Source: an optimization exercise on an open RTL-to-GDS flow (aim: small area and a short achievable clock period). Production flows keep margins and buffers that such runs may drop.
The RTL was checked by simulation tests, not by an equivalence proof against the original design.
No activity file was given, so power comes from the tool's default toggle rates.

`flow/design.v`:
```
`default_nettype none
module decode_stage (
  input  logic        clk,
  input  logic        rst_n,
  input  logic [31:0] instrF,
  input  logic [31:0] pcPlus4F,
  input  logic        stallD,
  input  logic        forwardAD,
  input  logic        forwardBD,
  input  logic [31:0] aluOutM,
  input  logic        regWriteW,
  input  logic [4:0]  writeRegW,
  input  logic [31:0] resultW,
  output logic [31:0] instrD,
  output logic [31:0] pcPlus4D,
  output logic [31:0] rd1D,
  output logic [31:0] rd2D,
  output logic [4:0]  rsD,
  output logic [4:0]  rtD,
  output logic [4:0]  rdD,
  output logic [31:0] signImmD,
  output logic [31:0] pcBranchD,
  output logic        pcSrcD
);
  localparam logic [5:0] c_OP_BEQ = 6'b000100;
  localparam logic [5:0] c_OP_BNE = 6'b000101;
  localparam logic [5:0] c_OP_J   = 6'b000010;
  logic [31:0] r_instr;
  logic [31:0] r_pc4;
  logic [31:0] r_pcbr;
  logic [31:0] r_rd1, r_rd2;
  logic [31:0] r_regs [1:31];
  logic w_load, w_hold;
  assign w_load = rst_n && !stallD && !pcSrcD;
  assign w_hold = rst_n && stallD;
  logic [63:0] w_ifid_d;
  for (genvar b = 0; b < 64; b++) begin : g_ifid
    decode_stage_ao2 u_d (
      .c0(w_load), .x0(b < 32 ? instrF[b % 32] : pcPlus4F[b % 32]),
      .c1(w_hold), .x1(b < 32 ? r_instr[b % 32] : r_pc4[b % 32]),
      .d(w_ifid_d[b])
    );
  end
  always_ff @(posedge clk) begin
    r_instr <= w_ifid_d[31:0];
    r_pc4   <= w_ifid_d[63:32];
  end
  assign instrD   = r_instr;
  assign pcPlus4D = r_pc4;
  assign rsD      = r_instr[25:21];
  assign rtD      = r_instr[20:16];
  assign rdD      = r_instr[15:11];
  assign signImmD = {{16{r_instr[15]}}, r_instr[15:0]};
  logic [31:1] w_wen, w_keep;
  logic [31:0] w_wdata;
  always_comb begin
    for (int k = 1; k < 32; k++) begin
      w_wen[k]  = !rst_n || (regWriteW && (writeRegW == 5'(k)));
      w_keep[k] = rst_n && !(regWriteW && (writeRegW == 5'(k)));
    end
  end
  assign w_wdata = rst_n ? resultW : '0;
  for (genvar k = 1; k < 32; k++) begin : g_rf
    logic [31:0] w_d;
    for (genvar b = 0; b < 32; b++) begin : g_bit
      decode_stage_ao2 u_d (
        .c0(w_wen[k]), .x0(w_wdata[b]), .c1(w_keep[k]), .x1(r_regs[k][b]), .d(w_d[b])
      );
    end
    always_ff @(posedge clk) r_regs[k] <= w_d;
  end
  logic [4:0]  w_rsF, w_rtF;
  logic [31:1] w_sel1, w_sel2;
  logic [31:0] w_regF1, w_regF2;
  assign w_rsF = instrF[25:21];
  assign w_rtF = instrF[20:16];
  always_comb begin
    for (int k = 1; k < 32; k++) begin
      w_sel1[k] = (w_rsF == 5'(k));
      w_sel2[k] = (w_rtF == 5'(k));
    end
  end
  for (genvar b = 0; b < 32; b++) begin : g_rd
    logic [31:1] w_col;
    for (genvar k = 1; k < 32; k++) begin : g_col
      assign w_col[k] = r_regs[k][b];
    end
    decode_stage_rdbit u_rd1 (.sel(w_sel1), .d(w_col), .q(w_regF1[b]));
    decode_stage_rdbit u_rd2 (.sel(w_sel2), .d(w_col), .q(w_regF2[b]));
  end
  logic w_bypF1, w_bypF2, w_byp1, w_byp2;
  assign w_bypF1 = regWriteW && (writeRegW == w_rsF) && (w_rsF != 5'd0);
  assign w_bypF2 = regWriteW && (writeRegW == w_rtF) && (w_rtF != 5'd0);
  assign w_byp1  = regWriteW && (writeRegW == rsD) && (rsD != 5'd0);
  assign w_byp2  = regWriteW && (writeRegW == rtD) && (rtD != 5'd0);
  logic w_res1, w_q1, w_reg1, w_res2, w_q2, w_reg2;
  assign w_res1 = (w_hold && w_byp1) || (w_load && w_bypF1);
  assign w_q1   = w_hold && !w_byp1;
  assign w_reg1 = w_load && !w_bypF1;
  assign w_res2 = (w_hold && w_byp2) || (w_load && w_bypF2);
  assign w_q2   = w_hold && !w_byp2;
  assign w_reg2 = w_load && !w_bypF2;
  logic [31:0] w_rd1_d, w_rd2_d;
  for (genvar b = 0; b < 32; b++) begin : g_rdn
    decode_stage_ao3 u_d1 (
      .c0(w_res1), .x0(resultW[b]), .c1(w_q1), .x1(r_rd1[b]),
      .c2(w_reg1), .x2(w_regF1[b]), .d(w_rd1_d[b])
    );
    decode_stage_ao3 u_d2 (
      .c0(w_res2), .x0(resultW[b]), .c1(w_q2), .x1(r_rd2[b]),
      .c2(w_reg2), .x2(w_regF2[b]), .d(w_rd2_d[b])
    );
  end
  always_ff @(posedge clk) begin
    r_rd1 <= w_rd1_d;
    r_rd2 <= w_rd2_d;
  end
  assign rd1D = w_byp1 ? resultW : r_rd1;
  assign rd2D = w_byp2 ? resultW : r_rd2;
  logic [31:0] w_tgtF, w_pcbr_d;
  assign w_tgtF = (instrF[31:26] == c_OP_J) ? {pcPlus4F[31:28], instrF[25:0], 2'b00}
                : pcPlus4F + {{14{instrF[15]}}, instrF[15:0], 2'b00};
  for (genvar b = 0; b < 32; b++) begin : g_pcbr
    decode_stage_ao2 u_d (
      .c0(w_load), .x0(w_tgtF[b]), .c1(w_hold), .x1(r_pcbr[b]), .d(w_pcbr_d[b])
    );
  end
  always_ff @(posedge clk) begin
    r_pcbr <= w_pcbr_d;
  end
  assign pcBranchD = r_pcbr;
  logic w_isbeq, w_isbne, w_isj;
  assign w_isbeq = (r_instr[31:26] == c_OP_BEQ);
  assign w_isbne = (r_instr[31:26] == c_OP_BNE);
  assign w_isj   = (r_instr[31:26] == c_OP_J);
  logic eq_ar, eq_a2, eq_r2, eq_1a, eq_1r, eq_12;
  decode_stage_eq32 u_eq_ar (.a(aluOutM), .b(resultW), .eq(eq_ar));
  decode_stage_eq32 u_eq_a2 (.a(aluOutM), .b(r_rd2),   .eq(eq_a2));
  decode_stage_eq32 u_eq_r2 (.a(resultW), .b(r_rd2),   .eq(eq_r2));
  decode_stage_eq32 u_eq_1a (.a(r_rd1),   .b(aluOutM), .eq(eq_1a));
  decode_stage_eq32 u_eq_1r (.a(r_rd1),   .b(resultW), .eq(eq_1r));
  decode_stage_eq32 u_eq_12 (.a(r_rd1),   .b(r_rd2),   .eq(eq_12));
  logic p_a, p_r, p_1, q_a, q_r, q_2;
  assign p_a = forwardAD;
  assign p_r = !forwardAD && w_byp1;
  assign p_1 = !forwardAD && !w_byp1;
  assign q_a = forwardBD;
  assign q_r = !forwardBD && w_byp2;
  assign q_2 = !forwardBD && !w_byp2;
  logic [5:0] w_sel, w_sb, w_sn;
  assign w_sel = {p_1 & q_2, p_1 & q_r, p_1 & q_a, p_r & q_2, p_a & q_2,
                  (p_a & q_r) | (p_r & q_a)};
  assign w_sb = w_sel & {6{w_isbeq}};
  assign w_sn = w_sel & {6{w_isbne}};
  logic w_early;
  assign w_early = w_isj | (w_isbeq & ((p_a & q_a) | (p_r & q_r)));
  decode_stage_take u_take (
    .eq({eq_12, eq_1r, eq_1a, eq_r2, eq_a2, eq_ar}),
    .sb(w_sb), .sn(w_sn), .early(w_early), .stall(stallD), .taken(pcSrcD)
  );
endmodule
module decode_stage_eq32 (
  input  logic [31:0] a,
  input  logic [31:0] b,
  output logic        eq
);
  assign eq = (a == b);
endmodule
module decode_stage_rdbit (
  input  logic [31:1] sel,
  input  logic [31:1] d,
  output logic        q
);
  logic [10:0] g_n;
  for (genvar i = 0; i < 10; i++) begin : g_grp
    decode_stage_ao3n u_g (
      .c0(sel[3*i+1]), .x0(d[3*i+1]), .c1(sel[3*i+2]), .x1(d[3*i+2]),
      .c2(sel[3*i+3]), .x2(d[3*i+3]), .d_n(g_n[i])
    );
  end
  assign g_n[10] = !(sel[31] && d[31]);
  assign q = !(&g_n);
endmodule
module decode_stage_ao3n (
  input  logic c0, x0, c1, x1, c2, x2,
  output logic d_n
);
  assign d_n = !((c0 & x0) | (c1 & x1) | (c2 & x2));
endmodule
module decode_stage_ao2 (
  input  logic c0, x0, c1, x1,
  output logic d
);
  assign d = (c0 & x0) | (c1 & x1);
endmodule
module decode_stage_ao3 (
  input  logic c0, x0, c1, x1, c2, x2,
  output logic d
);
  assign d = (c0 & x0) | (c1 & x1) | (c2 & x2);
endmodule
module decode_stage_take (
  input  logic [5:0] eq,
  input  logic [5:0] sb,
  input  logic [5:0] sn,
  input  logic       early,
  input  logic       stall,
  output logic       taken
);
  logic [5:0] m_n;
  for (genvar i = 0; i < 6; i++) begin : g_m
    decode_stage_mux2i u_m (.s(eq[i]), .a1(sb[i]), .a0(sn[i]), .y_n(m_n[i]));
  end
  logic w_lo, w_hi, w_none;
  assign w_lo   = !(&m_n[2:0]);
  assign w_hi   = !(&m_n[5:3]);
  assign w_none = !(early | w_lo | w_hi);
  assign taken  = !(stall | w_none);
endmodule
module decode_stage_mux2i (
  input  logic s, a1, a0,
  output logic y_n
);
  assign y_n = !(s ? a1 : a0);
endmodule
`default_nettype wire
```
`flow/run.sh`:
```
#!/bin/bash
# synth_recipe.tcl (not shown) runs the flow's synth.tcl, then flattens the netlist and writes it again
# the make line also repeats each setting of config.mk as NAME=value (left out here)
make -C /OpenROAD-flow-scripts/flow DESIGN_CONFIG=/design/flow/config.mk WORK_HOME=/design/flow/orfs CLKGATE_MAP_FILE= SYNTH_SCRIPT=/design/flow/synth_recipe.tcl finish
```
`flow/config.mk`:
```
export PLATFORM = sky130hd
export DESIGN_NAME = decode_stage
export DESIGN_NICKNAME = decode_stage
export VERILOG_FILES = /design/flow/design.v
export SDC_FILE = /design/flow/constraint.sdc
export NUM_CORES = 4
export LEC_CHECK = 0
export CAP_MARGIN = 20
export CORE_MARGIN = 2
export CORE_UTILIZATION = 40
export SETUP_SLACK_MARGIN = 3.5
export SLEW_MARGIN = 20
export SYNTH_HIERARCHICAL = 1
```
`flow/constraint.sdc`:
```
create_clock -name core_clock -period 8.0 [get_ports {clk}]
set_input_delay 1.6000 -clock core_clock [delete_from_list [all_inputs] [get_ports {clk}]]
set_output_delay 1.6000 -clock core_clock [all_outputs]
set_load 0.01 [all_outputs]
```
==> results of run 1 <==
## modules after synthesis, one instance, submodules excluded
module / copies in the design / cells / flops+latches / cell area (um^2)
decode_stage_take: 1 / 3 / 0 / 28.8
decode_stage_rdbit: 64 / 4 / 0 / 27.5
decode_stage: 1 / 1868 / 1152 / 27600
decode_stage_eq32: 6 / 43 / 0 / 347
decode_stage_ao3n: 640 / 1 / 0 / 10.0
decode_stage_mux2i: 6 / 1 / 0 / 10.0
decode_stage_ao3: 64 / 2 / 0 / 13.8
decode_stage_ao2: 1088 / 1 / 0 / 8.76
## power by group through the flow
stage / registers (mW) / clock network, mW / logic (mW)
final: 6.66 / 5.83 / 2.13
after floorplan: 6.65 / 0 / 1.06
after detailed placement: 6.75 / 0 / 1.98
after global routing: 6.71 / 6.07 / 2.18
after global placement: 6.74 / 0 / 1.96
after CTS: 6.63 / 5.85 / 1.99
## per-layer routing
metal / up-vias / track usage (%) / part of all wire [%]
met3: 901 / 12.6 / 14
met4: 10 / 26.0 / 8.0
met5: - / 0.0785 / 0.023
met1: 23734 / 45.9 / 36
met2: 4183 / 54.8 / 42
li1: 19990 / - / -
## metrics by stage
step           total power, mW  area (um^2)
2_1_floorplan             7.71        48400
3_3_place_gp              8.70        55200
3_5_place_dp              8.73        55200
4_1_cts                   14.5        60000
5_1_grt                   15.0        61100
6_report                  14.6        61100
## registers in the layout, indices dropped and copies added (netlist names)
signal	flops
r_instr	32
r_pcbr	32
r_pc4	32
r_regs	992
r_rd1	32
r_rd2	32
## placed cells by master, fill, tap and decap left out, types with 101 or more instances in the layout
cell type,count
clkdlybuf4s50_1,202
xor2_1,206
a22o_1,1088
dfxtp_1,1152
clkbuf_16,126
inv_1,101
a222oi_1,704
nand2_1,117
nand4_1,143
buf_4,199
## area by class of cell
| type | instances | area share [%] |
|---|---|---|
| well taps | 1612 | 3.30 |
| diodes | 7 | 0.0287 |
| clock buffers | 184 | 6.04 |
| clock inverters | 36 | 0.645 |
| inverters | 106 | 0.660 |
| multi-input cells | 2896 | 42.1 |
| flip-flops and latches | 1152 | 37.8 |
| repair buffers | 598 | 9.44 |
## cell families (layout without fill, tap and decap cells)
logic type	after synthesis	after routing	share of synthesized area (%)
AOI/OAI and AO/OA	2004	2004	37.6
DFF	1152	1152	47.7
and+or+nand+nor	558	558	6.05
xor gates and xnor gates	233	233	4.22
buffers and inverters	199	924	1.96
muxes	71	71	1.64
adders and majority gates	30	30	0.792
other	0	7	0
## path summary, 6_finish.rpt
check / from / endpoint / slack [ns] / cells past startpoint
hold / removal: r_pcbr[30] / r_pcbr[30] / 0.47 / 1
hold reg to reg: r_pcbr[30] / r_pcbr[30] / 0.47 / 1
setup reg to reg: r_rd1[23] / r_instr[19] / 3.83 / 13
setup / recovery: aluOutM[0] / pcSrcD / 2.73 / 9
## what timing repair did
action,4_1_cts,5_1_grt
gates resized for setup,419,300
pin swaps,38,34
cloned,4,3
setup buffers,37,57
endpoints found under the setup margin,226,217
hold endpoints to repair,0,0
## worst max-delay path, stage by stage
cell and delay, ns:
dlygate4sd2_1 0.29, xor2_1 0.18, nor4_1 0.30, nand4_1 0.27, nor2_1 0.22, mux2i_1 0.22
and4_1 0.24, a41oi_2 0.16, buf_2 0.18
==> flow_summary.yaml, run 1 <==
layout:
  finalNetCount: 5044
  post-route-util_pct: 50.9
  final_layout_size_suffix_gt1_share_pct: 16.5
  stdcell_count: 6591
  seq_area_um2: 23100
  fillers: 10629
  multi_input_area_um2: 25700
  syn2layout_area_growth_pct: 26.4
synthesis:
  synth_area_per_cell_um2: 11.4
  yosys_warnings: 9
  ys.flop_type: "dfxtp_1"
  yosys.area.top_type: "dfxtp_1"
  ys_top_cells_by_count: "dfxtp_1 (1152), a22o_1 (1090), a222oi_1 (704), xor2_1 (208), nand4_1 (143)"
  ys_ff_latch: 1152
  synthesis.area_um2: 48300
  synth_nets: 4416
  synth.most_common_cell: "dfxtp_1"
  synth_cells: 4247
  synth_area_leaders: "dfxtp_1 (48%), a22o_1 (20%), a222oi_1 (15%)"
  synth-edff-count: 0
  ys_seq_area_share_pct: 47.7
  async_flop_share_pct: 0
  ys_types: 66
  yosys.area.top_type_share_pct: 47.7
grt:
  grt-ovfl-total: 0
  grtUsageTotal_pct: 37.3
  grt_pass1_vias: 46069
  grt_max_degree: 99
  grt_pass1_wl_um: 338000
  grt_antenna_before_repair: 10
clocking:
  clk_pin_slew_worst_paths_ns: 0.06
  clk_path_buf_depth: 3
  clockRootBuffer: "clkbuf_16"
  hold_buffers: 0
  h-tree-depth: 3
  cts_inserted_buffers: 121
  clock_sinks: 1152
  clk_latency_ns: 0.76
  cts_tree: "done"
place:
  place_ws_ns: 1.46
  dp_hpwl_um: 146000
  io_buffers: 346
  dp.cells: 6258
  place.gp.congestion: 0.957
floorplanning:
  core_region_area_um2: 120000
  die_w_um: 352
  fp.dieH_um: 352
  initial_utilization_pct: 40.3
  num_io_pins: 347
  dieArea_um2: 124000
  rows: 127
sta:
  finClkSkew_ns: 0.0280
  tns_ns: 0
  period_share_pct: 65.9
  tightestPinTransition_ns: 1.28
  whs_ns: 0.468
  rsz0062_at_grt: "true"
  max-slew-margin-rel_pct: 14.6
  fmax_ghz: 0.190
  worst_slack_ns: 2.73
  min_period_ns: 5.27
  setup_viol: 0
  slew_viol_final: 0
  hold_viol_final: 0
drt:
  routedWlPerCell_um: 37.0
  drtIter0Drc: 10333
  via_per_inst: 7.41
  drt-total-wl_um: 244000
  drt-pass1-iter-count: 14
  vias: 48818
  drcViolationCount: 0
  ant_nets: 0
outcome:
  status: "finished clean"
power:
  ir_worst_vdd_uv: 195
  p_switching_mw: 4.19
  power.leakage_nw: 24.6
  switching_share_pct: 28.7
  power_density_nw_per_um2: 239
  sequentialPowerShare_pct: 45.6
  p_comb_share_pct: 14.5
  power.internal_mw: 10.4
  p_clk_share_pct: 39.9
critical_path:
  crit_arrival_ns: 3.67
  start_kind: "primary input"
  crit_type: "in2out"
  worstPathRequired_ns: 6.40
  crit_path_end_kind: "output port"
  crit_fanout: 3
worst_hold_path:
  hp-class: "reg2reg"
flow_run:
  cap_violations: 0
==> run 2, diff against run 1 <==
==> flow/flow/run.sh (new file) <==
#!/bin/bash
# Layout: the standard flow (standard.sh, unchanged synthesis), with two
# changes to how the layout is made:
#  - the port buffers that global placement inserts on every input and output
#    are sky130_fd_sc_hd__buf_2 rather than the resizer's default choice;
#  - timing repair may resize a cell to any footprint (MATCH_CELL_FOOTPRINT=0).
# The make output goes to flow_make.log here; each ORFS step also keeps its own
# log under orfs/logs/.
set -euo pipefail
bash standard.sh MATCH_CELL_FOOTPRINT=0 \
  "BUFFER_PORTS_ARGS=-buffer_cell sky130_fd_sc_hd__buf_2" \
  finish > flow_make.log 2>&1
==> flow/standard.sh (new file) <==
#!/bin/bash
# synth_recipe.tcl (not shown) runs the flow's synth.tcl, then flattens the netlist and writes it again
# the make line also repeats each setting of config.mk as NAME=value (left out here)
make -C /OpenROAD-flow-scripts/flow DESIGN_CONFIG=/design/flow/config.mk WORK_HOME=/design/flow/orfs CLKGATE_MAP_FILE= SYNTH_SCRIPT=/design/flow/synth_recipe.tcl "${@:-finish}"
removed: flow/run.sh
==> flow_summary.yaml, run 2 <==
sta:
  worst_slack_ns: 2.85
  tns_ns: 0
  max-slew-margin-rel_pct: 15.5
  finClkSkew_ns: 0.0507
  tightestPinTransition_ns: 1.27
  whs_ns: 0.467
  slew_viol_final: 0
  min_period_ns: 5.15
  period_share_pct: 64.4
  fmax_ghz: 0.194
  hold_viol_final: 0
  setup_viol: 0
  rsz0062_at_grt: "true"
critical_path:
  worstPathRequired_ns: 6.40
  reg2regPathDepth: 14
  rrSetupSlack_ns: 3.78
  reg2reg_from: "r_rd1[23]"
  start_kind: "primary input"
  critical_path.slowest_cell: "nor4_1"
  slowest_delay_ns: 0.36
  crit_type: "in2out"
  crit_chain: "buf_2, xor2_1, nor4_1, nand4_1, nor2_2, mux2i_1, and4_1, a41oi_2, buf_6"
  crit_path_end_kind: "output port"
  crit_fanout: 3
  reg2reg_to: "r_pc4[25]"
  crit_arrival_ns: 3.55
synthesis:
  ys_ff_latch: 1152
  synth_cells: 4247
  ys.flop_type: "dfxtp_1"
  synth_area_leaders: "dfxtp_1 (48%), a22o_1 (20%), a222oi_1 (15%)"
  synth_nets: 4416
  yosys.area.top_type: "dfxtp_1"
  synth-edff-count: 0
  synth.most_common_cell: "dfxtp_1"
  synth_area_per_cell_um2: 11.4
  yosys_warnings: 9
  async_flop_share_pct: 0
  yosys.area.top_type_share_pct: 47.7
  ys_seq_area_share_pct: 47.7
  ys_top_cells_by_count: "dfxtp_1 (1152), a22o_1 (1090), a222oi_1 (704), xor2_1 (208), nand4_1 (143)"
  ys_types: 66
  synthesis.area_um2: 48300
layout:
  most-common-layout-cells: "dfxtp_1 (1151), a22o_1 (1088), a222oi_1 (704)"
  final_layout_size_suffix_gt1_share_pct: 19.9
  final_common_cell: "dfxtp_1"
  finalNetCount: 4990
  largest-register: "r_regs"
  largest_register_ffs: 992
  syn2layout_area_growth_pct: 23.0
flow_run:
  cap_violations: 0
worst_hold_path:
  hp-class: "reg2reg"
  hold_path_end: "r_pc4[9]"
  min_from: "r_pc4[9]"
  holdPathStages: 1
drt:
  drtIter0Drc: 11320
  ant_nets: 0
  drt-total-wl_um: 249000
  drcViolationCount: 0
  vias: 49433
  routedWlPerCell_um: 38.1
  drt-pass1-iter-count: 14
  via_per_inst: 7.56
place:
  dp_hpwl_um: 146000
  place.gp.congestion: 0.941
  io_buffers: 346
  place_ws_ns: 2.37
floorplanning:
  num_io_pins: 347
  rows: 127
  die_w_um: 352
  initial_utilization_pct: 40.3
  dieArea_um2: 124000
  core_region_area_um2: 120000
  fp.dieH_um: 352
grt:
  grt.busiest_layer: "met2"
  grt_max_degree: 82
  grt_util_met1_pct: 46.9
  grt_pass1_vias: 46230
  grtUsageMet3_pct: 15.2
  grt_pass1_wl_um: 344000
  grt_antenna_before_repair: 20
  grtUsageMet2_pct: 55.0
  grtUsageTotal_pct: 38.3
  grt-ovfl-total: 0
clocking:
  h-tree-depth: 3
  clockRootBuffer: "clkbuf_16"
  hold_buffers: 0
  cts_inserted_buffers: 119
  cts_tree: "done"
  clk_pin_slew_worst_paths_ns: 0.06
  clk_path_buf_depth: 3
  clock_sinks: 1152
  clk_latency_ns: 0.79
power:
  power_density_nw_per_um2: 244
  ir_worst_vdd_uv: 182
  power.leakage_nw: 24.4
  total_power_mw: 14.5
outcome:
  status: "finished clean"
## run 2: worst max path at each step
stage	from	endpoint	slack, ns	cells after the start
after floorplan	writeRegW[0]	r_regs[24][0]	2.59	5
after global placement	writeRegW[3]	pcSrcD	2.44	11
after detailed placement	writeRegW[3]	pcSrcD	2.37	11
after global routing	aluOutM[15]	pcSrcD	2.81	9
final	aluOutM[12]	pcSrcD	2.85	9
after CTS	aluOutM[6]	pcSrcD	2.95	9
## run 2: worst max-delay path: cells and delay by family
kind | cells | cell delay, ns
AND/OR/NAND/NOR | 4 | 1.13
XOR/XNOR | 1 | 0.18
AO/OA/AOI/OAI | 1 | 0.14
multiplexers | 1 | 0.21
buffers and inverters | 2 | 0.29
## run 2: cells by family after synthesis
logic type | Yosys count | share of synthesized area (%)
AO/OA/AOI/OAI | 2004 | 37.6
flip-flops | 1152 | 47.7
AND/OR/NAND/NOR | 558 | 6.05
XOR/XNOR | 233 | 4.22
buffers and inverters | 199 | 1.96
multiplexers | 71 | 1.64
adder cells (fa/ha/maj) | 30 | 0.792
## run 2: per-layer routing
| layer | share of wire [%] | wire, um |
|---|---|---|
| met2 | 41 | 101000 |
| met4 | 8.4 | 20800 |
| met3 | 16 | 39100 |
| met1 | 35 | 87600 |
| met5 | 0.056 | 140 |
## run 2: report_power, final
group	total [mW]	internal [mW]	leakage [nW]	switching, mW
clock network	5.75	3.27	1.95	2.48
logic	2.10	0.789	12.9	1.31
registers	6.66	6.23	9.56	0.436
total	14.5	10.3	24.4	4.23
## run 2: Yosys stat by module (local to each module, per instance)
module              times used  cell area, um^2  flops+latches  cells
decode_stage_mux2i           6             10.0              0      1
decode_stage_ao2          1088             8.76              0      1
decode_stage_ao3            64             13.8              0      2
decode_stage_ao3n          640             10.0              0      1
decode_stage_eq32            6              347              0     43
decode_stage_take            1             28.8              0      3
decode_stage_rdbit          64             27.5              0      4
decode_stage                 1            27600           1152   1868
## run 2: what timing repair did
action	4_1_cts	5_1_grt
setup endpoints to repair	210	210
pin swaps	27	25
buffers inserted	28	9
hold endpoints to repair	0	0
resized for setup	168	117
cloned	9	2
## run 2: area by class of cell
type,count,area (um^2)
Inverter,106,403
Sequential cell,1152,23100
Antenna cell,8,20.0
Fill cell,10712,60500
Timing Repair Buffer,545,4230
Tap cell,1612,2020
Clock buffer,175,3450
Clock inverter,41,509
Multi-Input combinational cell,2897,25800
## run 2: stage by stage
step           instances  instance area (um^2)  util (%)
6_report            6536                 59500      49.6
5_1_grt             6532                 59500      49.6
4_1_cts             6508                 58600      48.8
3_5_place_dp        6255                 53500      44.6
3_3_place_gp        6255                 53500      44.6
2_1_floorplan       4247                 48400         -
==> run 3, diff against run 2 <==
--- a/flow/design.v
+++ b/flow/design.v
@@ -91,8 +91,13 @@
   logic w_bypF1, w_bypF2, w_byp1, w_byp2;
   assign w_bypF1 = regWriteW && (writeRegW == w_rsF) && (w_rsF != 5'd0);
   assign w_bypF2 = regWriteW && (writeRegW == w_rtF) && (w_rtF != 5'd0);
-  assign w_byp1  = regWriteW && (writeRegW == rsD) && (rsD != 5'd0);
-  assign w_byp2  = regWriteW && (writeRegW == rtD) && (rtD != 5'd0);
+  logic w_rsnz, w_rtnz, w_byp1_n, w_byp2_n;
+  assign w_rsnz = (rsD != 5'd0);
+  assign w_rtnz = (rtD != 5'd0);
+  decode_stage_bypcmp u_byp1 (.we(regWriteW), .wa(writeRegW), .ra(rsD), .ranz(w_rsnz),
+                              .hit(w_byp1), .hit_n(w_byp1_n));
+  decode_stage_bypcmp u_byp2 (.we(regWriteW), .wa(writeRegW), .ra(rtD), .ranz(w_rtnz),
+                              .hit(w_byp2), .hit_n(w_byp2_n));
   logic w_res1, w_q1, w_reg1, w_res2, w_q2, w_reg2;
   assign w_res1 = (w_hold && w_byp1) || (w_load && w_bypF1);
   assign w_q1   = w_hold && !w_byp1;
@@ -115,8 +120,16 @@
     r_rd1 <= w_rd1_d;
     r_rd2 <= w_rd2_d;
   end
-  assign rd1D = w_byp1 ? resultW : r_rd1;
-  assign rd2D = w_byp2 ? resultW : r_rd2;
+  for (genvar g = 0; g < 2; g++) begin : g_out
+    logic w_o1, w_o2;
+    logic w_o1_n, w_o2_n;
+    decode_stage_bypcmp u_c1 (.we(regWriteW), .wa(writeRegW), .ra(rsD), .ranz(w_rsnz),
+                              .hit(w_o1), .hit_n(w_o1_n));
+    decode_stage_bypcmp u_c2 (.we(regWriteW), .wa(writeRegW), .ra(rtD), .ranz(w_rtnz),
+                              .hit(w_o2), .hit_n(w_o2_n));
+    assign rd1D[16*g+15:16*g] = w_o1 ? resultW[16*g+15:16*g] : r_rd1[16*g+15:16*g];
+    assign rd2D[16*g+15:16*g] = w_o2 ? resultW[16*g+15:16*g] : r_rd2[16*g+15:16*g];
+  end
   logic [31:0] w_tgtF, w_pcbr_d;
   assign w_tgtF = (instrF[31:26] == c_OP_J) ? {pcPlus4F[31:28], instrF[25:0], 2'b00}
                 : pcPlus4F + {{14{instrF[15]}}, instrF[15:0], 2'b00};
@@ -140,20 +153,19 @@
   decode_stage_eq32 u_eq_1a (.a(r_rd1),   .b(aluOutM), .eq(eq_1a));
   decode_stage_eq32 u_eq_1r (.a(r_rd1),   .b(resultW), .eq(eq_1r));
   decode_stage_eq32 u_eq_12 (.a(r_rd1),   .b(r_rd2),   .eq(eq_12));
-  logic p_a, p_r, p_1, q_a, q_r, q_2;
-  assign p_a = forwardAD;
-  assign p_r = !forwardAD && w_byp1;
-  assign p_1 = !forwardAD && !w_byp1;
-  assign q_a = forwardBD;
-  assign q_r = !forwardBD && w_byp2;
-  assign q_2 = !forwardBD && !w_byp2;
-  logic [5:0] w_sel, w_sb, w_sn;
-  assign w_sel = {p_1 & q_2, p_1 & q_r, p_1 & q_a, p_r & q_2, p_a & q_2,
-                  (p_a & q_r) | (p_r & q_a)};
-  assign w_sb = w_sel & {6{w_isbeq}};
-  assign w_sn = w_sel & {6{w_isbne}};
-  logic w_early;
-  assign w_early = w_isj | (w_isbeq & ((p_a & q_a) | (p_r & q_r)));
+  logic e_nn, e_na, e_an, e_aa;
+  assign e_nn = !forwardAD && !forwardBD;
+  assign e_na = !forwardAD &&  forwardBD;
+  assign e_an =  forwardAD && !forwardBD;
+  assign e_aa =  forwardAD &&  forwardBD;
+  logic [5:0] w_sb, w_sn;
+  logic       w_early;
+  decode_stage_late u_late (
+    .isbeq(w_isbeq), .isbne(w_isbne), .isj(w_isj),
+    .e_nn(e_nn), .e_na(e_na), .e_an(e_an), .e_aa(e_aa),
+    .b1(w_byp1), .b1_n(w_byp1_n), .b2(w_byp2), .b2_n(w_byp2_n),
+    .sb(w_sb), .sn(w_sn), .early(w_early)
+  );
   decode_stage_take u_take (
     .eq({eq_12, eq_1r, eq_1a, eq_r2, eq_a2, eq_ar}),
     .sb(w_sb), .sn(w_sn), .early(w_early), .stall(stallD), .taken(pcSrcD)
@@ -164,7 +176,45 @@
   input  logic [31:0] b,
   output logic        eq
 );
-  assign eq = (a == b);
+  logic [31:0] l0;    
+  logic [15:0] l1;    
+  logic [7:0]  l2;    
+  logic [3:0]  l3;    
+  logic [1:0]  l4;    
+  for (genvar i = 0; i < 32; i++) begin : g_l0
+    decode_stage_xor2 u (.a(a[i]), .b(b[i]), .y(l0[i]));
+  end
+  for (genvar i = 0; i < 16; i++) begin : g_l1
+    decode_stage_nor2 u (.a(l0[2*i]), .b(l0[2*i+1]), .y(l1[i]));
+  end
+  for (genvar i = 0; i < 8; i++) begin : g_l2
+    decode_stage_nand2 u (.a(l1[2*i]), .b(l1[2*i+1]), .y(l2[i]));
+  end
+  for (genvar i = 0; i < 4; i++) begin : g_l3
+    decode_stage_nor2 u (.a(l2[2*i]), .b(l2[2*i+1]), .y(l3[i]));
+  end
+  for (genvar i = 0; i < 2; i++) begin : g_l4
+    decode_stage_nand2 u (.a(l3[2*i]), .b(l3[2*i+1]), .y(l4[i]));
+  end
+  decode_stage_nor2 u_l5 (.a(l4[0]), .b(l4[1]), .y(eq));
+endmodule
+module decode_stage_xor2 (input logic a, b, output logic y);
+  assign y = a ^ b;
+endmodule
+module decode_stage_nor2 (input logic a, b, output logic y);
+  assign y = !(a | b);
+endmodule
+module decode_stage_nand2 (input logic a, b, output logic y);
+  assign y = !(a & b);
+endmodule
+module decode_stage_xnor2 (input logic a, b, output logic y);
+  assign y = !(a ^ b);
+endmodule
+module decode_stage_nand3 (input logic a, b, c, output logic y);
+  assign y = !(a & b & c);
+endmodule
+module decode_stage_nand4 (input logic a, b, c, d, output logic y);
+  assign y = !(a & b & c & d);
 endmodule
 module decode_stage_rdbit (
   input  logic [31:1] sel,
@@ -223,4 +273,41 @@
 );
   assign y_n = !(s ? a1 : a0);
 endmodule
+module decode_stage_bypcmp (
+  input  logic       we,
+  input  logic [4:0] wa,
+  input  logic [4:0] ra,
+  input  logic       ranz,    
+  output logic       hit,
+  output logic       hit_n
+);
+  logic [4:0] x;
+  logic       n1, n2;
+  for (genvar i = 0; i < 5; i++) begin : g_x
+    decode_stage_xnor2 u_x (.a(wa[i]), .b(ra[i]), .y(x[i]));
+  end
+  decode_stage_nand3 u_n1 (.a(x[0]), .b(x[1]), .c(x[2]), .y(n1));
+  decode_stage_nand4 u_n2 (.a(x[3]), .b(x[4]), .c(we), .d(ranz), .y(n2));
+  decode_stage_nor2  u_h  (.a(n1), .b(n2), .y(hit));
+  assign hit_n = n1 || n2;
+endmodule
+module decode_stage_late (
+  input  logic       isbeq, isbne, isj,
+  input  logic       e_nn, e_na, e_an, e_aa,
+  input  logic       b1, b1_n, b2, b2_n,
+  output logic [5:0] sb,
+  output logic [5:0] sn,
+  output logic       early
+);
+  logic [5:0] s;
+  assign s[5] = e_nn & b1_n & b2_n;               
+  assign s[4] = e_nn & b1_n & b2;                 
+  assign s[3] = e_na & b1_n;                      
+  assign s[2] = e_nn & b1 & b2_n;                 
+  assign s[1] = e_an & b2_n;                      
+  assign s[0] = (e_an & b2) | (e_na & b1);        
+  assign sb = s & {6{isbeq}};
+  assign sn = s & {6{isbne}};
+  assign early = isj | (isbeq & (e_aa | (e_nn & b1 & b2)));
+endmodule
 `default_nettype wire
==> flow/flow/run.sh (replaced) <==
#!/bin/bash
# Layout: the standard flow (standard.sh, unchanged synthesis), with two
# changes to how the layout is made:
#  - the port buffers that global placement inserts on every input and output
#    are sky130_fd_sc_hd__buf_1 rather than the resizer's default choice;
#  - timing repair may resize a cell to any footprint (MATCH_CELL_FOOTPRINT=0).
# The make output goes to flow_make.log here; each ORFS step also keeps its own
# log under orfs/logs/.
set -euo pipefail
bash standard.sh MATCH_CELL_FOOTPRINT=0 \
  "BUFFER_PORTS_ARGS=-buffer_cell sky130_fd_sc_hd__buf_1" \
  finish > flow_make.log 2>&1
--- a/flow/config.mk
+++ b/flow/config.mk
@@ -8,6 +8,8 @@
 export CAP_MARGIN = 20
 export CORE_MARGIN = 2
 export CORE_UTILIZATION = 40
+export CTS_CLUSTER_DIAMETER = 80
+export CTS_CLUSTER_SIZE = 25
 export SETUP_SLACK_MARGIN = 3.5
 export SLEW_MARGIN = 20
 export SYNTH_HIERARCHICAL = 1
==> flow_summary.yaml, run 3 <==
grt:
  grt_pass1_vias: 45122
  grtUsageTotal_pct: 34.2
  grt_pass1_wl_um: 320000
  grt-ovfl-total: 0
  grt_max_degree: 80
  grt_antenna_before_repair: 8
sta:
  min_period_ns: 4.90
  setup_viol: 0
  tightestPinTransition_ns: 1.06
  hold_viol_final: 0
  finClkSkew_ns: 0.0509
  whs_ns: 0.477
  max-slew-margin-rel_pct: 29.5
  period_share_pct: 61.2
  tns_ns: 0
  rsz0062_at_grt: "true"
  fmax_ghz: 0.204
  slew_viol_final: 0
  worst_slack_ns: 3.10
clocking:
  clk_pin_slew_worst_paths_ns: 0.09
  clockRootBuffer: "clkbuf_16"
  hold_buffers: 0
  clock_sinks: 1152
  cts_tree: "done"
  cts_inserted_buffers: 55
  clk_path_buf_depth: 3
  h-tree-depth: 2
  clk_latency_ns: 0.75
drt:
  ant_nets: 0
  drcViolationCount: 0
  drtIter0Drc: 10386
  vias: 48155
  drt-pass1-iter-count: 13
  via_per_inst: 7.36
  drt-total-wl_um: 229000
  routedWlPerCell_um: 35.0
place:
  place.gp.congestion: 0.919
  dp_hpwl_um: 138000
  io_buffers: 346
  placed_cell_area_um2: 53700
  place_ws_ns: 2.37
power:
  power_density_nw_per_um2: 210
  power.leakage_nw: 22.8
  ir_worst_vdd_uv: 219
critical_path:
  slowest_delay_ns: 0.23
  crit_arrival_ns: 3.30
  crit_path_end_kind: "output port"
  path_depth: 10
  crit_type: "in2out"
  reg2regPathDepth: 15
  cp-startpoint: "resultW[27]"
  endpoint: "pcSrcD"
  start_kind: "primary input"
  reg2reg_to: "r_rd1[22]"
  reg2reg_from: "r_instr[29]"
  critical_path.slowest_cell: "nor2_1"
  crit_fanout: 8
  rrSetupSlack_ns: 3.69
  crit_chain: "buf_6, xor2_1, nor2_1, nand2_1, nor2_1, nand2_1, nor2_2, mux2i_1, a41oi_2, buf_4"
  cp.buffers_inverters: 2
  worstPathRequired_ns: 6.40
  path_delay_family: "simple AND/OR/NAND/NOR gates"
floorplanning:
  fp.dieH_um: 354
  dieArea_um2: 125000
  num_io_pins: 347
  initial_utilization_pct: 40.2
  die_w_um: 354
  core_region_area_um2: 122000
  rows: 128
worst_hold_path:
  hp-class: "reg2reg"
layout:
  finalNetCount: 5061
  fillers: 11154
  most-common-layout-cells: "dfxtp_1 (1151), a22o_1 (1088), a222oi_1 (704)"
  largest-register: "r_regs"
  fin_area_um2: 57100
  final_layout_size_suffix_gt1_share_pct: 12.9
  largest_register_ffs: 992
  syn2layout_area_growth_pct: 16.7
  final_common_cell: "dfxtp_1"
synthesis:
  synth_nets: 4573
  synth_area_per_cell_um2: 11.1
  yosys_warnings: 9
  synthesis.area_um2: 48900
  synth_cells: 4404
outcome:
  status: "finished clean"
flow_run:
  cap_violations: 0
run 3: layout make-up:
class                      count  area, um^2  area share [%]
antenna                        5        12.5          0.0219
clock buffer                  62        1420            2.49
clock inverter                14         163           0.285
inverter                     101         384           0.673
multi-input combinational   3061       26200            45.9
sequential                  1152       23100            40.4
tap                         1625        2030            3.56
timing repair buffer         520        3800            6.67
timing repair inverter         1        5.00         0.00877
run 3: what timing repair did:
action	4_1_cts	5_1_grt
endpoints found under the setup margin	199	155
pin swaps	51	31
gates cloned	2	3
setup buffers	4	6
resized for setup	254	290
run 3: stage by stage:
stage	power, mW	instances	util, %
6_report	12.0	6541	47.0
5_1_grt	12.3	6536	46.9
4_1_cts	11.9	6519	45.9
3_5_place_dp	8.61	6437	44.2
3_3_place_gp	8.58	6431	44.1
2_1_floorplan	7.76	4404	-
run 3: metal layers:
metal | vias to the layer above | GRT usage, % | share of wire, %
li1 | 19993 | - | -
met1 | 23474 | 42.6 | 37
met2 | 3905 | 49.9 | 41
met3 | 771 | 11.0 | 14
met4 | 12 | 23.5 | 7.9
met5 | - | 0 | 0.035
run 3: how the worst min path moves through the flow:
stage                       start            end  cells past startpoint
floorplan           r_regs[10][0]  r_regs[10][0]                      1
global placement         r_pc4[4]       r_pc4[4]                      1
detailed placement       r_pc4[1]       r_pc4[1]                      1
CTS                      r_pc4[1]       r_pc4[1]                      1
global route            r_pcbr[4]      r_pcbr[4]                      1
finish                  r_pc4[29]      r_pc4[29]                      1
run 3: report_power, final:
| group | internal [mW] | total [mW] | switching, mW | leakage (nW) |
|---|---|---|---|---|
| logic | 0.793 | 2.05 | 1.26 | 12.5 |
| clock network | 1.30 | 3.32 | 2.01 | 0.767 |
| registers | 6.22 | 6.65 | 0.431 | 9.56 |
| total | 8.32 | 12.0 | 3.70 | 22.8 |
run 3: worst reg2reg max path, delay by kind of cell, from the launching register on:
family | cells | cell delay, ns
buffers and inverters | 3 | 0.67
and+or+nand+nor | 8 | 1.92
DFF | 1 | 0.36
AOI/OAI and AO/OA | 3 | 1.20
muxes | 1 | 0.07
==> run 4, diff against run 3 <==
--- a/flow/config.mk
+++ b/flow/config.mk
@@ -10,6 +10,6 @@
 export CORE_UTILIZATION = 40
 export CTS_CLUSTER_DIAMETER = 80
 export CTS_CLUSTER_SIZE = 25
-export SETUP_SLACK_MARGIN = 3.5
+export SETUP_SLACK_MARGIN = 3.2
 export SLEW_MARGIN = 20
 export SYNTH_HIERARCHICAL = 1
==> flow_summary.yaml, run 4 <==
floorplanning:
  fp.dieH_um: 354
  rows: 128
  core_region_area_um2: 122000
  num_io_pins: 347
  die_w_um: 354
  dieArea_um2: 125000
  initial_utilization_pct: 40.2
grt:
  grt-ovfl-total: 0
  grt_max_degree: 97
  grtUsageTotal_pct: 35.6
  grt_pass1_wl_um: 332000
  grt_antenna_before_repair: 18
  grt_pass1_vias: 45559
clocking:
  cts_inserted_buffers: 60
  clk_latency_ns: 0.78
  h-tree-depth: 2
  clk_pin_slew_worst_paths_ns: 0.09
  hold_buffers: 0
  clock_sinks: 1152
  cts_tree: "done"
  clockRootBuffer: "clkbuf_16"
  clk_path_buf_depth: 3
layout:
  final_layout_size_suffix_gt1_share_pct: 10.7
  final_common_cell: "dfxtp_1"
  syn2layout_area_growth_pct: 14.7
  largest-register: "r_regs"
  stdcell_count: 6543
  largest_register_ffs: 992
  post-route-util_pct: 46.1
  finalNetCount: 5050
  most-common-layout-cells: "dfxtp_1 (1152), a22o_1 (1088), a222oi_1 (704)"
critical_path:
  crit_fanout: 3
  crit_path_end_kind: "output port"
  crit_type: "in2out"
  worstPathRequired_ns: 6.40
  crit_arrival_ns: 3.36
  start_kind: "primary input"
sta:
  rsz0062_at_grt: "true"
  fmax_ghz: 0.202
  slew_viol_final: 0
  whs_ns: 0.476
  hold_viol_final: 0
  tightestPinTransition_ns: 1.30
  period_share_pct: 62.0
  setup_viol: 0
  tns_ns: 0
  min_period_ns: 4.96
  max-slew-margin-rel_pct: 13.1
  finClkSkew_ns: 0.0716
power:
  power.internal_mw: 8.47
  power_density_nw_per_um2: 220
  ir_worst_vdd_uv: 192
  total_power_mw: 12.3
  p_switching_mw: 3.87
  p_clk_share_pct: 30.1
  sequentialPowerShare_pct: 53.8
  p_comb_share_pct: 16.1
  switching_share_pct: 31.4
  power.leakage_nw: 22.2
outcome:
  status: "finished clean"
flow_run:
  cap_violations: 0
synthesis:
  yosys_warnings: 9
  synthesis.area_um2: 48900
  synth_area_per_cell_um2: 11.1
  synth_cells: 4404
  synth_nets: 4573
worst_hold_path:
  hp-class: "reg2reg"
drt:
  via_per_inst: 7.45
  vias: 48740
  drt-total-wl_um: 237000
  ant_nets: 0
  routedWlPerCell_um: 36.2
  drtIter0Drc: 11058
  drt-pass1-iter-count: 11
  drcViolationCount: 0
place:
  dp_hpwl_um: 145000
  place.gp.congestion: 0.956
  io_buffers: 346
  dp.cells: 6436
-- run 4: final timing paths --
check,start,cells after the start,end,slack [ns]
hold reg to reg,r_pc4[29],1,r_pc4[29],0.48
setup / recovery,aluOutM[31],10,pcSrcD,3.04
hold / removal,r_pc4[29],1,r_pc4[29],0.48
setup reg to reg,r_instr[29],14,r_rd1[22],4.20
-- run 4: stage by stage --
step	instance area [um^2]	setup WS [ns]
floorplan	49000	2.56
global placement	53700	2.32
detailed placement	53800	2.25
CTS	56000	3.08
global route	56100	2.99
finish	56100	3.04
-- run 4: metal layers --
metal	wire, um	global-route usage, %	vias to the layer above
li1	-	-	19987
met3	36800	11.7	855
met2	96300	51.0	4217
met5	78	0.151	-
met1	85800	45.7	23669
met4	17800	23.1	12
-- run 4: what timing repair did --
| item | in CTS | in global routing |
|---|---|---|
| gates resized for setup | 98 | 15 |
| setup endpoints to repair | 65 | 2 |
| pin swaps | 7 | 4 |
| buffers inserted | 5 | 1 |
-- run 4: final cells by class --
cell class / instances / area (um^2)
Tap cell: 1625 / 2030
Fill cell: 11316 / 65500
Sequential cell: 1152 / 23100
Clock buffer: 69 / 1570
Antenna cell: 6 / 15.0
Clock inverter: 24 / 387
Multi-Input combinational cell: 3061 / 25900
Inverter: 101 / 384
Timing Repair Buffer: 505 / 2700
-- run 4: critical path: stages --
cell     delay (ns)
buf_1          0.13
xor2_1         0.16
nor2_1         0.14
nand2_1        0.08
nor2_1         0.23
nand2_2        0.17
nor2_2         0.22
mux2i_1        0.28
a41oi_2        0.16
buf_6          0.18
-- run 4: power by group through the flow --
stage	Sequential (mW)	Combinational, mW	Clock, mW
after floorplan	6.65	1.10	0
after global placement	6.74	1.86	0
after detailed placement	6.74	1.88	0
after CTS	6.62	1.89	3.73
after global routing	6.70	2.05	3.92
final	6.65	1.99	3.71
==> run 5, diff against run 4 <==
--- a/flow/config.mk
+++ b/flow/config.mk
@@ -10,6 +10,6 @@
 export CORE_UTILIZATION = 40
 export CTS_CLUSTER_DIAMETER = 80
 export CTS_CLUSTER_SIZE = 25
-export SETUP_SLACK_MARGIN = 3.2
+export SETUP_SLACK_MARGIN = 3.0
 export SLEW_MARGIN = 20
 export SYNTH_HIERARCHICAL = 1
==> flow_summary.yaml, run 5 <==
layout:
  final_layout_size_suffix_gt1_share_pct: 10.3
  largest_register_ffs: 992
  largest-register: "r_regs"
  most-common-layout-cells: "dfxtp_1 (1152), a22o_1 (1088), a222oi_1 (704)"
  final_common_cell: "dfxtp_1"
  syn2layout_area_growth_pct: 13.7
  finalNetCount: 5034
sta:
  whs_ns: 0.475
  slew_viol_final: 0
  max-slew-margin-rel_pct: 17.2
  finClkSkew_ns: 0.0624
  rsz0062_at_grt: "false"
  fmax_ghz: 0.200
  period_share_pct: 62.4
  tns_ns: 0
  setup_viol: 0
  hold_viol_final: 0
  min_period_ns: 4.99
  tightestPinTransition_ns: 1.24
grt:
  grt-ovfl-total: 0
  grt_pass1_wl_um: 326000
  grt_max_degree: 97
  grt_pass1_vias: 44873
  grt_antenna_before_repair: 12
  grtUsageTotal_pct: 34.9
clocking:
  clk_latency_ns: 0.75
  clockRootBuffer: "clkbuf_16"
  clk_pin_slew_worst_paths_ns: 0.09
  cts_inserted_buffers: 55
  cts_tree: "done"
  h-tree-depth: 2
  clock_sinks: 1152
  clk_path_buf_depth: 3
  hold_buffers: 0
critical_path:
  worstPathRequired_ns: 6.40
  path_delay_family: "simple AND/OR/NAND/NOR gates"
  crit_fanout: 13
  critical_path.slowest_cell: "or2_4"
  start_kind: "primary input"
  slowest_delay_ns: 0.37
  crit_arrival_ns: 3.39
  cp.buffers_inverters: 2
  crit_path_end_kind: "output port"
  crit_chain: "buf_8, xnor2_1, nand4_1, or2_4, nand2_1, nor2_1, mux2i_1, and4_1, a41oi_2, buf_4"
  crit_type: "in2out"
synthesis:
  synth_area_per_cell_um2: 11.1
  synthesis.area_um2: 48900
  synth_cells: 4404
  synth_nets: 4573
  yosys_warnings: 9
drt:
  via_per_inst: 7.38
  drtIter0Drc: 10360
  drt-pass1-iter-count: 13
  routedWlPerCell_um: 35.5
  drt-total-wl_um: 231000
  vias: 48059
  drcViolationCount: 0
  ant_nets: 0
floorplanning:
  die_w_um: 354
  num_io_pins: 347
  fp.dieH_um: 354
  initial_utilization_pct: 40.2
  rows: 128
  core_region_area_um2: 122000
  dieArea_um2: 125000
power:
  power.leakage_nw: 22.0
  total_power_mw: 12.0
  ir_worst_vdd_uv: 175
  power_density_nw_per_um2: 216
worst_hold_path:
  hp-class: "reg2reg"
place:
  dp_hpwl_um: 139000
  place.gp.congestion: 0.992
  io_buffers: 346
flow_run:
  cap_violations: 0
outcome:
  status: "finished clean"
run 5: changes by cell type in the layout (fill, tap and decap cells not counted), moves of 5 or more:
cell / change
buf_16: +7
inv_1: -8
buf_2: +6
clkbuf_2: -8
nor2_2: +23
clkbuf_16: -5
and2_1: -11
buf_4: -13
and2_2: +11
clkinv_1: +7
nor2_4: -24
run 5: final cells by class:
type,instances,area [um^2]
sequential,1152,23100
antenna,5,12.5
fill,11254,65900
inverter,101,384
timing repair buffer,494,2720
clock buffer,62,1420
tap,1625,2030
multi-input combinational,3061,25800
clock inverter,14,219
run 5: final timing paths:
| kind | startpoint | endpoint | slack (ns) | cells past startpoint |
|---|---|---|---|---|
| min | r_pc4[12] | r_pc4[12] | 0.48 | 1 |
| max reg2reg | r_instr[29] | r_rd1[21] | 3.97 | 14 |
| min reg2reg | r_pc4[12] | r_pc4[12] | 0.48 | 1 |
| max | writeRegW[3] | pcSrcD | 3.01 | 10 |
run 5: where the power goes:
group          switching, mW  internal [mW]
logic                   1.25          0.717
clock network           2.03           1.37
registers              0.427           6.22
run 5: stage by stage:
stage | instances | utilization, % | area [um^2] | setup slack [ns]
floorplan | 4404 | - | 48900 | 2.56
global placement | 6421 | 44.0 | 53400 | 2.00
detailed placement | 6423 | 44.0 | 53500 | 2.25
CTS | 6499 | 45.5 | 55300 | 3.00
global route | 6512 | 45.8 | 55600 | 3.00
finish | 6514 | 45.8 | 55600 | 3.01
run 5: worst register-to-register path, delay by kind of cell (launching register included):
family / cells / cell delay, ns
simple gates: 8 / 2.01
compound gates: 3 / 1.25
flops: 1 / 0.34
buf+inv: 2 / 0.23
mux: 1 / 0.07
run 5: repair_timing:
action,4_1_cts,5_1_grt
setup buffers,0,1
endpoints found under the setup margin,65,1
gates resized for setup,71,51
pin swaps,3,7
run 5: layer usage:
metal | global-route usage (%) | vias to the layer above | wire length [um]
met5 | 0 | - | 92
met4 | 22.2 | 16 | 17500
met3 | 11.9 | 810 | 34100
met2 | 51.0 | 4046 | 95700
met1 | 44.0 | 23257 | 83900
li1 | - | 19930 | -

afterwards: timing with drivers on the ports:
No port has a modelled driver above. Below, the same layouts with a new extraction and two added sets of constraints.
Step 1 assumes that a clkbuf_16 drives the clock port and a buf_2 every other input.
Step 2 adds t to the input delays and takes it off the output delays; t is the mean of the earliest and latest rising clock arrival at the registers after step 1. Input paths then give back, and output paths get back, about the clock's delay inside the block.
Three values: no drivers, after step 1, after step 2; two values: the first two.
| run | t (ns) | slack for setup (ns) | clock arrival spread, ns | worst data-port slew with drivers (ns) | pins driven straight from the clock port |
|---|---|---|---|---|---|
| run 1 | 0.835 | 2.729 / 2.687 / 2.687 | 0.032 / 0.033 | 0.13 | 1 |
| run 2 | 0.854 | 2.846 / 2.720 / 2.720 | 0.051 / 0.050 | 0.19 | 1 |
| run 3 | 0.801 | 3.102 / 3.025 / 2.744 | 0.059 / 0.058 | 0.18 | 1 |
| run 4 | 0.825 | 3.040 / 3.004 / 2.444 | 0.082 / 0.081 | 0.14 | 1 |
| run 5 | 0.798 | 3.007 / 2.942 / 2.527 | 0.066 / 0.067 | 0.10 | 1 |
After both steps setup and hold are still met in every run listed. For run 4, which loses most, drivers alone change the setup slack by -0.036 ns; drivers and shift together by -0.596 ns.
